Context: an optimization exercise on an open-source flow, tuned for small area and a short achievable clock period. The choices shown serve that exercise and are no tape-out recipe. Function was checked by simulation only, so behaviour that the tests miss may differ from the original. Power is estimated from default activity; no workload was simulated.

==> v1: inputs <==
Design sprite_addr_gen, start of the top module:
module sprite_addr_gen #(
  parameter  int N_SPRITES = 4,
  parameter  int COORD_W   = 10,
  parameter  int ADDR_W    = 20,
  parameter  int FRAME_W   = 4,
  parameter  int ANIM_DIV  = 8,
  localparam int ID_W      = (N_SPRITES > 1) ? $clog2(N_SPRITES) : 1
) (
  input  logic                           frame_Clk,
  input  logic                           Reset,
  input  logic [COORD_W-1:0]             DrawX,
  input  logic [COORD_W-1:0]             DrawY,
  input  logic                           vsync_tick,
  input  logic [N_SPRITES-1:0]           anim_enable,
  input  logic [N_SPRITES-1:0]           anim_restart,
  input  logic [N_SPRITES-1:0]           sprite_flip,
  input  logic [N_SPRITES*COORD_W-1:0]   sprite_X,
  input  logic [N_SPRITES*COORD_W-1:0]   sprite_Y,
  input  logic [N_SPRITES*COORD_W-1:0]   sprite_W,
  input  logic [N_SPRITES*COORD_W-1:0]   sprite_H,
  input  logic [N_SPRITES*ADDR_W-1:0]    base_addr,
  input  logic [N_SPRITES*FRAME_W-1:0]   frame_count,
  output logic                           sprite_on,
  output logic [ID_W-1:0]                sprite_id,
  output logic [ADDR_W-1:0]              spriteAddress,
  output logic [N_SPRITES*FRAME_W-1:0]   frame_idx
);
==> module sprite_addr_gen, before the edit <==
module sprite_addr_gen #(
  parameter  int N_SPRITES = 4,
  parameter  int COORD_W   = 10,
  parameter  int ADDR_W    = 20,
  parameter  int FRAME_W   = 4,
  parameter  int ANIM_DIV  = 8,
  localparam int ID_W      = (N_SPRITES > 1) ? $clog2(N_SPRITES) : 1
) (
  input  logic                           frame_Clk,
  input  logic                           Reset,
  input  logic [COORD_W-1:0]             DrawX,
  input  logic [COORD_W-1:0]             DrawY,
  input  logic                           vsync_tick,
  input  logic [N_SPRITES-1:0]           anim_enable,
  input  logic [N_SPRITES-1:0]           anim_restart,
  input  logic [N_SPRITES-1:0]           sprite_flip,
  input  logic [N_SPRITES*COORD_W-1:0]   sprite_X,
  input  logic [N_SPRITES*COORD_W-1:0]   sprite_Y,
  input  logic [N_SPRITES*COORD_W-1:0]   sprite_W,
  input  logic [N_SPRITES*COORD_W-1:0]   sprite_H,
  input  logic [N_SPRITES*ADDR_W-1:0]    base_addr,
  input  logic [N_SPRITES*FRAME_W-1:0]   frame_count,
  output logic                           sprite_on,
  output logic [ID_W-1:0]                sprite_id,
  output logic [ADDR_W-1:0]              spriteAddress,
  output logic [N_SPRITES*FRAME_W-1:0]   frame_idx
);
  localparam int                DIV_W    = (ANIM_DIV > 1) ? $clog2(ANIM_DIV) : 1;
  localparam logic [DIV_W-1:0]  DIV_LAST = DIV_W'(ANIM_DIV - 1);
  logic [N_SPRITES-1:0] hit, sel;
  logic [COORD_W-1:0]   dx_a [N_SPRITES];
  logic [COORD_W-1:0]   dy_a [N_SPRITES];
  logic [FRAME_W-1:0]   fq_a [N_SPRITES];
  logic [DIV_W-1:0]     div_cnt;
  logic                 advance;
  logic                 any_hit;
  logic [ID_W-1:0]      win_id;
  logic [ADDR_W-1:0]    win_addr;
  assign advance = vsync_tick && (div_cnt == DIV_LAST);
  always_ff @(posedge frame_Clk) begin
    if (Reset) begin
      div_cnt <= '0;
    end else if (vsync_tick) begin
      div_cnt <= advance ? '0 : div_cnt + DIV_W'(1);
    end
  end
  for (genvar i = 0; i < N_SPRITES; i++) begin : g_chan
    logic [COORD_W-1:0] x, y, w, h;
    logic [COORD_W:0]   dxe, dye;
    logic [FRAME_W-1:0] count, eff_count, frame_q;
    logic [FRAME_W:0]   frame_inc;
    assign x     = sprite_X[i*COORD_W +: COORD_W];
    assign y     = sprite_Y[i*COORD_W +: COORD_W];
    assign w     = sprite_W[i*COORD_W +: COORD_W];
    assign h     = sprite_H[i*COORD_W +: COORD_W];
    assign count = frame_count[i*FRAME_W +: FRAME_W];
    assign dxe = {1'b0, DrawX} - {1'b0, x};
    assign dye = {1'b0, DrawY} - {1'b0, y};
    assign hit[i] = !dxe[COORD_W] && (dxe[COORD_W-1:0] < w) &&
                    !dye[COORD_W] && (dye[COORD_W-1:0] < h);
    assign dx_a[i] = dxe[COORD_W-1:0];
    assign dy_a[i] = dye[COORD_W-1:0];
    assign fq_a[i] = frame_q;
    assign eff_count = (count == '0) ? FRAME_W'(1) : count;
    assign frame_inc = {1'b0, frame_q} + (FRAME_W+1)'(1);
    always_ff @(posedge frame_Clk) begin
      if (Reset || anim_restart[i]) begin
        frame_q <= '0;
      end else if (advance && anim_enable[i]) begin
        frame_q <= (frame_inc >= {1'b0, eff_count}) ? '0 : frame_inc[FRAME_W-1:0];
      end
    end
    assign frame_idx[i*FRAME_W +: FRAME_W] = frame_q;
  end
  always_comb begin
    for (int i = 0; i < N_SPRITES; i++) begin
      sel[i] = hit[i];
      for (int j = 0; j < i; j++) sel[i] = sel[i] & ~hit[j];
    end
  end
  assign any_hit = |hit;
  always_comb begin
    win_id = '0;
    for (int i = 0; i < N_SPRITES; i++)
      win_id = win_id | (sel[i] ? ID_W'(i) : '0);
  end
  logic [COORD_W-1:0] s_dx, s_dy, s_w, s_h;
  logic [ADDR_W-1:0]  s_base;
  logic [FRAME_W-1:0] s_f;
  logic               s_flip;
  always_comb begin
    s_dx = '0; s_dy = '0; s_w = '0; s_h = '0; s_base = '0; s_f = '0; s_flip = 1'b0;
    for (int i = 0; i < N_SPRITES; i++) begin
      s_dx   = s_dx   | (dx_a[i] & {COORD_W{sel[i]}});
      s_dy   = s_dy   | (dy_a[i] & {COORD_W{sel[i]}});
      s_w    = s_w    | (sprite_W[i*COORD_W +: COORD_W] & {COORD_W{sel[i]}});
      s_h    = s_h    | (sprite_H[i*COORD_W +: COORD_W] & {COORD_W{sel[i]}});
      s_base = s_base | (base_addr[i*ADDR_W +: ADDR_W] & {ADDR_W{sel[i]}});
      s_f    = s_f    | (fq_a[i] & {FRAME_W{sel[i]}});
      s_flip = s_flip | (sprite_flip[i] & sel[i]);
    end
  end
  localparam int M_W = FRAME_W + COORD_W;
  logic [M_W-1:0]    m;
  logic [ADDR_W-1:0] col_t;
  assign m        = M_W'(s_f) * M_W'(s_h) + M_W'(s_dy) + M_W'(s_flip);
  assign col_t    = ADDR_W'(s_dx) ^ {ADDR_W{s_flip}};
  assign win_addr = s_base + ADDR_W'(m) * ADDR_W'(s_w) + col_t;
  always_ff @(posedge frame_Clk) begin
    if (Reset) begin
      sprite_on     <= 1'b0;
      sprite_id     <= '0;
      spriteAddress <= '0;
    end else begin
      sprite_on <= any_hit;
      if (any_hit) begin
        sprite_id     <= win_id;
        spriteAddress <= win_addr;
      end
    end
  end
endmodule
Settings: LEC_CHECK=0, CAP_MARGIN=20, CORE_MARGIN=2, CORE_UTILIZATION=40, SLEW_MARGIN=20; clock period 12.0 ns.
run.sh (not shown) runs the stock make flow with config.mk's settings and CLKGATE_MAP_FILE= SYNTH_SCRIPT=/design/flow/synth_recipe.tcl, a recipe that flattens the netlist after the stock synthesis.
==> v4 (differences from v1) <==
--- a/flow/design.v
+++ b/flow/design.v
@@ -29,8 +29,6 @@
   localparam int                DIV_W    = (ANIM_DIV > 1) ? $clog2(ANIM_DIV) : 1;
   localparam logic [DIV_W-1:0]  DIV_LAST = DIV_W'(ANIM_DIV - 1);
-  logic [N_SPRITES-1:0] hit, sel;
-  logic [COORD_W-1:0]   dx_a [N_SPRITES];
-  logic [COORD_W-1:0]   dy_a [N_SPRITES];
-  logic [FRAME_W-1:0]   fq_a [N_SPRITES];
+  logic [N_SPRITES-1:0] hit;
+  logic [ADDR_W-1:0]    chan_addr [N_SPRITES];
   logic [DIV_W-1:0]     div_cnt;
   logic                 advance;
@@ -47,6 +45,7 @@
   end
   for (genvar i = 0; i < N_SPRITES; i++) begin : g_chan
-    logic [COORD_W-1:0] x, y, w, h;
-    logic [COORD_W:0]   dxe, dye;
+    logic [COORD_W-1:0] x, y, w, h, dx, dy, col;
+    logic [COORD_W:0]   x_end, y_end;
+    logic [ADDR_W-1:0]  base;
     logic [FRAME_W-1:0] count, eff_count, frame_q;
     logic [FRAME_W:0]   frame_inc;
@@ -55,12 +54,18 @@
     assign w     = sprite_W[i*COORD_W +: COORD_W];
     assign h     = sprite_H[i*COORD_W +: COORD_W];
+    assign base  = base_addr[i*ADDR_W +: ADDR_W];
     assign count = frame_count[i*FRAME_W +: FRAME_W];
-    assign dxe = {1'b0, DrawX} - {1'b0, x};
-    assign dye = {1'b0, DrawY} - {1'b0, y};
-    assign hit[i] = !dxe[COORD_W] && (dxe[COORD_W-1:0] < w) &&
-                    !dye[COORD_W] && (dye[COORD_W-1:0] < h);
-    assign dx_a[i] = dxe[COORD_W-1:0];
-    assign dy_a[i] = dye[COORD_W-1:0];
-    assign fq_a[i] = frame_q;
+    assign x_end = {1'b0, x} + {1'b0, w};
+    assign y_end = {1'b0, y} + {1'b0, h};
+    assign hit[i] = (w != '0) && (h != '0) &&
+                    (DrawX >= x) && ({1'b0, DrawX} < x_end) &&
+                    (DrawY >= y) && ({1'b0, DrawY} < y_end);
+    assign dx  = DrawX - x;
+    assign dy  = DrawY - y;
+    assign col = sprite_flip[i] ? (w - COORD_W'(1) - dx) : dx;
+    assign chan_addr[i] = base
+                        + ADDR_W'(frame_q) * ADDR_W'(w) * ADDR_W'(h)
+                        + ADDR_W'(dy) * ADDR_W'(w)
+                        + ADDR_W'(col);
     assign eff_count = (count == '0) ? FRAME_W'(1) : count;
     assign frame_inc = {1'b0, frame_q} + (FRAME_W+1)'(1);
@@ -75,37 +80,15 @@
   end
   always_comb begin
-    for (int i = 0; i < N_SPRITES; i++) begin
-      sel[i] = hit[i];
-      for (int j = 0; j < i; j++) sel[i] = sel[i] & ~hit[j];
+    any_hit  = 1'b0;
+    win_id   = '0;
+    win_addr = '0;
+    for (int i = N_SPRITES - 1; i >= 0; i--) begin
+      if (hit[i]) begin
+        any_hit  = 1'b1;
+        win_id   = ID_W'(i);
+        win_addr = chan_addr[i];
+      end
     end
   end
-  assign any_hit = |hit;
-  always_comb begin
-    win_id = '0;
-    for (int i = 0; i < N_SPRITES; i++)
-      win_id = win_id | (sel[i] ? ID_W'(i) : '0);
-  end
-  logic [COORD_W-1:0] s_dx, s_dy, s_w, s_h;
-  logic [ADDR_W-1:0]  s_base;
-  logic [FRAME_W-1:0] s_f;
-  logic               s_flip;
-  always_comb begin
-    s_dx = '0; s_dy = '0; s_w = '0; s_h = '0; s_base = '0; s_f = '0; s_flip = 1'b0;
-    for (int i = 0; i < N_SPRITES; i++) begin
-      s_dx   = s_dx   | (dx_a[i] & {COORD_W{sel[i]}});
-      s_dy   = s_dy   | (dy_a[i] & {COORD_W{sel[i]}});
-      s_w    = s_w    | (sprite_W[i*COORD_W +: COORD_W] & {COORD_W{sel[i]}});
-      s_h    = s_h    | (sprite_H[i*COORD_W +: COORD_W] & {COORD_W{sel[i]}});
-      s_base = s_base | (base_addr[i*ADDR_W +: ADDR_W] & {ADDR_W{sel[i]}});
-      s_f    = s_f    | (fq_a[i] & {FRAME_W{sel[i]}});
-      s_flip = s_flip | (sprite_flip[i] & sel[i]);
-    end
-  end
-  localparam int M_W = FRAME_W + COORD_W;
-  logic [M_W-1:0]    m;
-  logic [ADDR_W-1:0] col_t;
-  assign m        = M_W'(s_f) * M_W'(s_h) + M_W'(s_dy) + M_W'(s_flip);
-  assign col_t    = ADDR_W'(s_dx) ^ {ADDR_W{s_flip}};
-  assign win_addr = s_base + ADDR_W'(m) * ADDR_W'(s_w) + col_t;
   always_ff @(posedge frame_Clk) begin
     if (Reset) begin
==> qor summary <==
Status: v4 finished clean; v1 complete, but fails checks
Violated checks: v4 -; v1 setup timing
Reg power frac: v4 0.011; v1 0.088
Initial core utilization: v4 0.402; v1 0.407
Number of global-route vias before repair: v4 41800; v1 19200
# rows: v4 128; v1 71
Clock period minus worst slack: v4 11.58 ns; v1 13.90 ns
Worst hold slack: v4 0.516 ns; v1 0.492 ns
Register area share after synthesis: v4 0.0172; v1 0.0547
Fin cells: v4 7694; v1 3513
Setup TNS: v4 0 ns; v1 -18.64 ns
Post-Syn Instances: v4 5646; v1 2014
Largest net degree at the start of global routing: v4 43; v1 54
Fraction of standard cell area in multi-input logic: v4 0.772; v1 0.550
Leakage: v4 28.2 nW; v1 12.8 nW
Clock-pin slew reported for the worst setup and hold paths after clock tree synthesis: v4 0.09 ns; v1 0.07 ns

==> afterwards: timing with drivers on the ports <==
The flow's constraints put no driver on any port. The routed layouts listed below were extracted and timed again, unchanged, in two steps. Step 1 sets driving cells, clkbuf_16 on the clock port and buf_2 on the other inputs (assumed; they add their load-dependent delay and slew). Step 2 times the ports against the registers' clock, not the clock port: input delays grow and output delays shrink by t, the midpoint of the rising clock arrivals with the driver on. a / b / c = ideal ports / drivers / drivers and shift; a / b = the first two.
run	shift t [ns]	setup slack, ns	worst data-port slew with drivers (ns)
v1	0.331	-1.904 / -1.905 / -2.236	0.08
v4	0.401	0.420 / 0.412 / 0.011	0.18
For v4, which loses most, drivers alone change the setup slack by -0.008 ns; drivers and shift together by -0.409 ns.
